From an optimization exercise on the open Yosys and OpenROAD flow, aimed at small area; shortcuts taken in it are not production practice. In this exercise RTL edits were held to simulation tests only and were not proved equivalent to the original. Power figures rest on the tool's default switching activity, not on a simulated workload.

--- flow/config.mk ---
export PLATFORM = sky130hd
export DESIGN_NAME = risc_regfile
export DESIGN_NICKNAME = risc_regfile
export VERILOG_FILES = /design/flow/design.v
export SDC_FILE = /design/flow/constraint.sdc
export NUM_CORES = 4
export LEC_CHECK = 0
export CAP_MARGIN = 20
export CORE_MARGIN = 2
export CORE_UTILIZATION = 40
export SLEW_MARGIN = 20
--- flow/constraint.sdc ---
create_clock -name core_clock -period 7.5 [get_ports {clk}]
set_input_delay 1.5000 -clock core_clock [delete_from_list [all_inputs] [get_ports {clk}]]
set_output_delay 1.5000 -clock core_clock [all_outputs]
set_load 0.01 [all_outputs]
--- flow/design.v ---
package risc_pkg;
  localparam int DATA_W = 32;
  localparam int ADDR_W = 5;
  typedef logic [ADDR_W-1:0] reg_addr_t;
  localparam reg_addr_t R0 = '0;
  typedef enum logic [1:0] {
    MD_ALU = 2'd0,
    MD_MEM = 2'd1,
    MD_SLT = 2'd2
  } md_sel_t;
endpackage
module risc_scoreboard #(
  parameter int ADDR_W = 5,
  parameter int CNT_W  = 2
) (
  input  logic              i_clk,
  input  logic              i_reset,
  input  logic              i_issue,
  input  logic [ADDR_W-1:0] i_issue_da,
  input  logic              i_retire,
  input  logic [ADDR_W-1:0] i_retire_da,
  input  logic [ADDR_W-1:0] i_aa,
  input  logic [ADDR_W-1:0] i_ba,
  output logic              o_hazard_a,
  output logic              o_hazard_b,
  output logic              o_ovf
);
  localparam int              NREG    = 1 << ADDR_W;
  localparam logic [CNT_W-1:0] CNT_MAX = '1;
  localparam logic [CNT_W-1:0] CNT_ONE = CNT_W'(1);
  logic [CNT_W-1:0] r_pend [NREG];
  logic             r_ovf;
  logic [CNT_W-1:0] w_pend_nxt [NREG];
  logic             w_ovf_set;
  logic             w_issue_ok;
  logic             w_retire_ok;
  logic [CNT_W-1:0] w_pend_a;
  logic [CNT_W-1:0] w_pend_b;
  logic             w_ret_hit_a;
  logic             w_ret_hit_b;
  assign w_issue_ok  = i_issue  && (i_issue_da  != ADDR_W'(risc_pkg::R0));
  assign w_retire_ok = i_retire && (i_retire_da != ADDR_W'(risc_pkg::R0));
  always_comb begin
    w_ovf_set = 1'b0;
    for (int r = 0; r < NREG; r++) begin
      w_pend_nxt[r] = r_pend[r];
      if (w_issue_ok && (i_issue_da == ADDR_W'(r)) &&
          !(w_retire_ok && (i_retire_da == ADDR_W'(r)))) begin
        if (r_pend[r] == CNT_MAX) begin
          w_ovf_set = 1'b1;
        end else begin
          w_pend_nxt[r] = r_pend[r] + CNT_ONE;
        end
      end else if (w_retire_ok && (i_retire_da == ADDR_W'(r)) &&
                   !(w_issue_ok && (i_issue_da == ADDR_W'(r)))) begin
        if (r_pend[r] != '0) begin
          w_pend_nxt[r] = r_pend[r] - CNT_ONE;
        end
      end
    end
  end
  always_ff @(posedge i_clk) begin
    if (i_reset) begin
      for (int r = 0; r < NREG; r++) begin
        r_pend[r] <= '0;
      end
      r_ovf <= 1'b0;
    end else begin
      for (int r = 0; r < NREG; r++) begin
        r_pend[r] <= w_pend_nxt[r];
      end
      if (w_ovf_set) begin
        r_ovf <= 1'b1;
      end
    end
  end
  assign w_pend_a    = r_pend[i_aa];
  assign w_pend_b    = r_pend[i_ba];
  assign w_ret_hit_a = w_retire_ok && (i_retire_da == i_aa);
  assign w_ret_hit_b = w_retire_ok && (i_retire_da == i_ba);
  assign o_hazard_a = !i_reset && (i_aa != ADDR_W'(risc_pkg::R0)) &&
                      (w_ret_hit_a ? (w_pend_a > CNT_ONE) : (w_pend_a != '0));
  assign o_hazard_b = !i_reset && (i_ba != ADDR_W'(risc_pkg::R0)) &&
                      (w_ret_hit_b ? (w_pend_b > CNT_ONE) : (w_pend_b != '0));
  assign o_ovf      = r_ovf;
endmodule
module risc_regfile #(
  parameter int DATA_W = 32,
  parameter int ADDR_W = 5,
  parameter int CNT_W  = 2
) (
  input  logic              clk,
  input  logic              reset,
  input  logic              WB_RW,
  input  logic [ADDR_W-1:0] WB_DA,
  input  logic [DATA_W-1:0] WB_Bus_D,
  input  logic [ADDR_W-1:0] DOF_AA,
  input  logic [ADDR_W-1:0] DOF_BA,
  input  logic              DOF_Issue,
  input  logic [ADDR_W-1:0] DOF_Issue_DA,
  output logic [DATA_W-1:0] DOF_Bus_A,
  output logic [DATA_W-1:0] DOF_Bus_B,
  output logic              DOF_Hazard_A,
  output logic              DOF_Hazard_B,
  output logic              SB_Ovf
);
  localparam int NREG = 1 << ADDR_W;
  logic [DATA_W-1:0] r_mem [NREG];
  logic              w_wr_en;
  logic [DATA_W-1:0] w_bus_a;
  logic [DATA_W-1:0] w_bus_b;
  assign w_wr_en = WB_RW && (WB_DA != ADDR_W'(risc_pkg::R0));
  always_ff @(posedge clk) begin
    if (reset) begin
      for (int r = 0; r < NREG; r++) begin
        r_mem[r] <= '0;
      end
    end else if (w_wr_en) begin
      r_mem[WB_DA] <= WB_Bus_D;
    end
  end
  always_comb begin
    w_bus_a = '0;
    w_bus_b = '0;
    if (!reset && (DOF_AA != ADDR_W'(risc_pkg::R0))) begin
      w_bus_a = (w_wr_en && (WB_DA == DOF_AA)) ? WB_Bus_D : r_mem[DOF_AA];
    end
    if (!reset && (DOF_BA != ADDR_W'(risc_pkg::R0))) begin
      w_bus_b = (w_wr_en && (WB_DA == DOF_BA)) ? WB_Bus_D : r_mem[DOF_BA];
    end
  end
  assign DOF_Bus_A = w_bus_a;
  assign DOF_Bus_B = w_bus_b;
  risc_scoreboard #(
    .ADDR_W (ADDR_W),
    .CNT_W  (CNT_W)
  ) u_scoreboard (
    .i_clk       (clk),
    .i_reset     (reset),
    .i_issue     (DOF_Issue),
    .i_issue_da  (DOF_Issue_DA),
    .i_retire    (WB_RW),
    .i_retire_da (WB_DA),
    .i_aa        (DOF_AA),
    .i_ba        (DOF_BA),
    .o_hazard_a  (DOF_Hazard_A),
    .o_hazard_b  (DOF_Hazard_B),
    .o_ovf       (SB_Ovf)
  );
endmodule
--- flow/run.sh ---
#!/bin/bash
# synth_recipe.tcl (not shown) runs the flow's synth.tcl, then flattens the netlist and writes it again
# the make line also repeats each setting of config.mk as NAME=value (left out here)
make -C /OpenROAD-flow-scripts/flow DESIGN_CONFIG=/design/flow/config.mk WORK_HOME=/design/flow/orfs CLKGATE_MAP_FILE= SYNTH_SCRIPT=/design/flow/synth_recipe.tcl finish
==> run summary <==
area by class of cell:
cell class | count | area, µm²
Fill cell | 12900 | 81900
Clock buffer | 139 | 2990
Multi-Input combinational cell | 2536 | 26500
Clock inverter | 69 | 841
Timing Repair Buffer | 248 | 2460
Tap cell | 2016 | 2520
Sequential cell | 1087 | 32000
Antenna cell | 13 | 32.5
Inverter | 64 | 240
synth_stat cells, types with 7 or more instances:
master    count  area (µm²)
clkbuf_1    298        1120
inv_1        64         240
nand2b_1     22         138
nand4_1      11        68.8
buf_6        10         113
a222oi_1     31         310
o21a_1       24         180
xnor2_1      14         123
buf_2        75         375
nand3_1      40         200
a21oi_1      68         340
a31oi_1      10        62.6
a221o_1      32         320
dfxtp_1      63        1260
nor2b_1      17         106
mux2_2       10         113
nor3_1       26         130
and2_1     1027        6420
nor2_1       91         342
mux2i_1      23         230
a211o_1      10        87.6
a21o_1        8        60.1
nor4_1        8        50.1
a22oi_1      12        90.1
o21ai_0      92         460
or2_2        27         169
edfxtp_1   1024       30700
nand4b_1      7        61.3
mux4_2      639       14400
o22ai_1      12        75.1
nand3b_1     10        75.1
buf_1        28         105
nand2_1     136         510
through the flow:
| stage | instance area [µm²] | hold WS [ns] | worst slack, ns |
|---|---|---|---|
| after floorplan | 60100 | 0.470 | 2.44 |
| after global placement | 63600 | 0.511 | 0.721 |
| after detailed placement | 63600 | 0.519 | 0.618 |
| after CTS | 67400 | 0.530 | 0.607 |
| after global routing | 67500 | 0.538 | 0.319 |
| final | 67500 | 0.531 | 0.563 |
worst max path at each step:
stage                    end
2_1_floorplan   DOF_Bus_A[1]
6_report       DOF_Bus_A[11]
4_1_cts        DOF_Bus_A[13]
3_3_place_gp   DOF_Bus_A[11]
3_5_place_dp   DOF_Bus_A[11]
5_1_grt        DOF_Bus_A[13]
worst max-delay path, stage by stage:
cell,delay (ns)
clkdlybuf4s50_1,1.06
xnor2_1,0.20
nand2_1,0.13
o31ai_1,0.89
nor2_4,0.33
a222oi_1,0.72
inv_1,0.09
clkdlybuf4s50_1,0.50
state kept, by name, summed over array words and instances, names as in the netlist:
signal / flops
r_mem: 1024
u_scoreboard.r_pend: 62
u_scoreboard.r_ovf: 1
routing by layer:
layer  wire length (µm)  track usage, %  up-vias
li1                   -               -    15700
met1              80300            38.1    20400
met2             103000            44.6     2703
met3              25000            5.79      487
met4              10500            13.1        6
met5                 43               0        -
power groups by stage:
stage               sequential (W)  combinational (W)  clock (W)
detailed placement         0.00724            0.00188          0
global route               0.00715            0.00195    0.00623
CTS                        0.00711            0.00189    0.00601
floorplan                  0.00718            0.00116          0
finish                     0.00712            0.00190    0.00598
global placement           0.00722            0.00188          0
cell families (layout without fill, tap and decap cells):
family	Yosys count	count (layout)	share of synthesized area (%)
compound gates	350	350	4.07
xor+xnor	14	14	0.204
buf+inv	481	520	3.33
simple gates	1467	1467	14.5
mux	673	673	24.6
other cells	1	45	0.00625
flops	1087	1087	53.4
==> run summary <==
Non-filler cells, final: 6172
NetSw: 0.00377 W
Post-synth EDFFs: 1024
Core area: 0.149 mm²
Sink Count: 1087
Vias per cell: 6.36
Clock skew: 0.0186 ns
Layout Nets: 4108
RR Startpoint: u_scoreboard.r_pend[14][0]$_SDFFE_PP0P_
I/O Pins: 123
Post-Route Setup TNS: 0 ns
GRT Resource Usage Total: 28.4%
Ys async rst share: 0%
Die area: 0.153 mm²
Worst reg2reg setup slack: 5.85 ns
Tcrit/Tclk final: 92.5%
P_int: 0.0112 W
Antenna Violating Nets Remaining: 0
WS Path Type: in -> out
Hold_buf cts: 0
Max Freq: 144 MHz
Final hold violations: 0
Min cycle time layout: 6.94 ns
Cell count after placement: 5947
Die H: 391 µm
Hpwl dp: 123 mm
Worst Hold Launch: u_scoreboard.r_pend[26][1]$_SDFFE_PP0P_
RSZ-0062 raised after global routing: false
Drt first pass iters: 9
Post-CTS Setup Inserts: 0
Worst Hold Class: reg -> reg
Clk root buf: clkbuf_16
Synthesized area: 0.0600 mm²
Clock power frac: 39.9%
VDD IR max: 0.000196 V
Share of cells above drive strength 1: 25.3%
CTS tree: built
# rows: 142
Switching part of the total power: 25.2%
Initial antenna violation count: 22
Clk slew on worst S/H paths: 0.06 ns
Most common cell after layout, fill and taps aside: and2_1
Register area share after synthesis: 53.4%
IO Port Bufs: 122
Sequential share of power: 47.5%
Pwr Density: 222 mW/mm²
Crit. End Element: output port
Resized cells post-CTS: 0
Num CTS Buffers: 115
Max Cap Violations: 0
GRT overflow: 0
Dominant synthesized flop cell: edfxtp_1
Setup-failing EPs final: 0
Area delta synth->final: 12.6%
Max-slew violations: 0
Status: no timing/DRC/antenna violations
CP Launch Type: input pin
DR vias: 39300
Die X-Extent: 391 µm
Worst EP arrival: 5.44 ns
Largest net degree at the start of global routing: 104
Hold Crit Depth: 2
Worst Max-Slew Pin Slew: 1.16 ns
Htree depth: 3
Routed WL: 219 mm
Vias in the first global route: 37600
Hold path endpoint: u_scoreboard.r_pend[26][0]$_SDFFE_PP0P_
Worst-Skew Late Latency: 0.75 ns
Layout Utilization: 45.2%
Worst-path fanout max: 23
Drc violations: 0
Clock Path Buffers: 3
Initial core utilization: 40.2%
CP Launch Point: WB_DA[3]
Starting DRT DRC Count: 6344
Worst rel slew slack: 22.3%
Comb pwr share: 12.7%
Reg2Reg Depth: 6
Syn. warnings: 4
Drt wl/cell: 35.4 µm
R2r endpoint: u_scoreboard.r_ovf$_SDFFE_PP0P_
Req. time, crit path: 6.00 ns
Post-Syn Instances: 4073
Routability cong.: 0.942
Global-route wire length before repair: 301 mm
Yosys reg bits: 1087
Pleak: 22.5 nW
Cell variety after synth: 77
Overall power: 0.0150 W
Most frequent cells in the layout: and2_1, edfxtp_1, mux4_2, nand2_1, clkbuf_16
Syn Area/Cell: 14.7 µm²

static timing again, ports no longer ideal:
The results above use ideal ports. As a check the final layout listed here was re-extracted and re-timed, cells and wires unchanged. Step 1 (the two cells are an assumption about what drives the block):
set clk [get_ports {clk}]
set_driving_cell -lib_cell sky130_fd_sc_hd__clkbuf_16 $clk
set_driving_cell -lib_cell sky130_fd_sc_hd__buf_2 [delete_from_list [all_inputs] $clk]
Step 2, shift: input delay + t, output delay - t, t = (earliest + latest rising clock arrival at the registers) / 2. This alone moves slack from input paths to output paths. a / b / c = ideal / step 1 / step 2; a / b = the first two.
shift t [ns]: 0.827
setup WS [ns]: 0.563 / 0.522 / 0.522
worst slew at a driven data input, ns: 0.17
cell pins on the clock port's net: 1
After both steps setup and hold are still met in this run. The setup slack of this run moves by -0.041 ns with the drivers and by -0.041 ns with both steps.
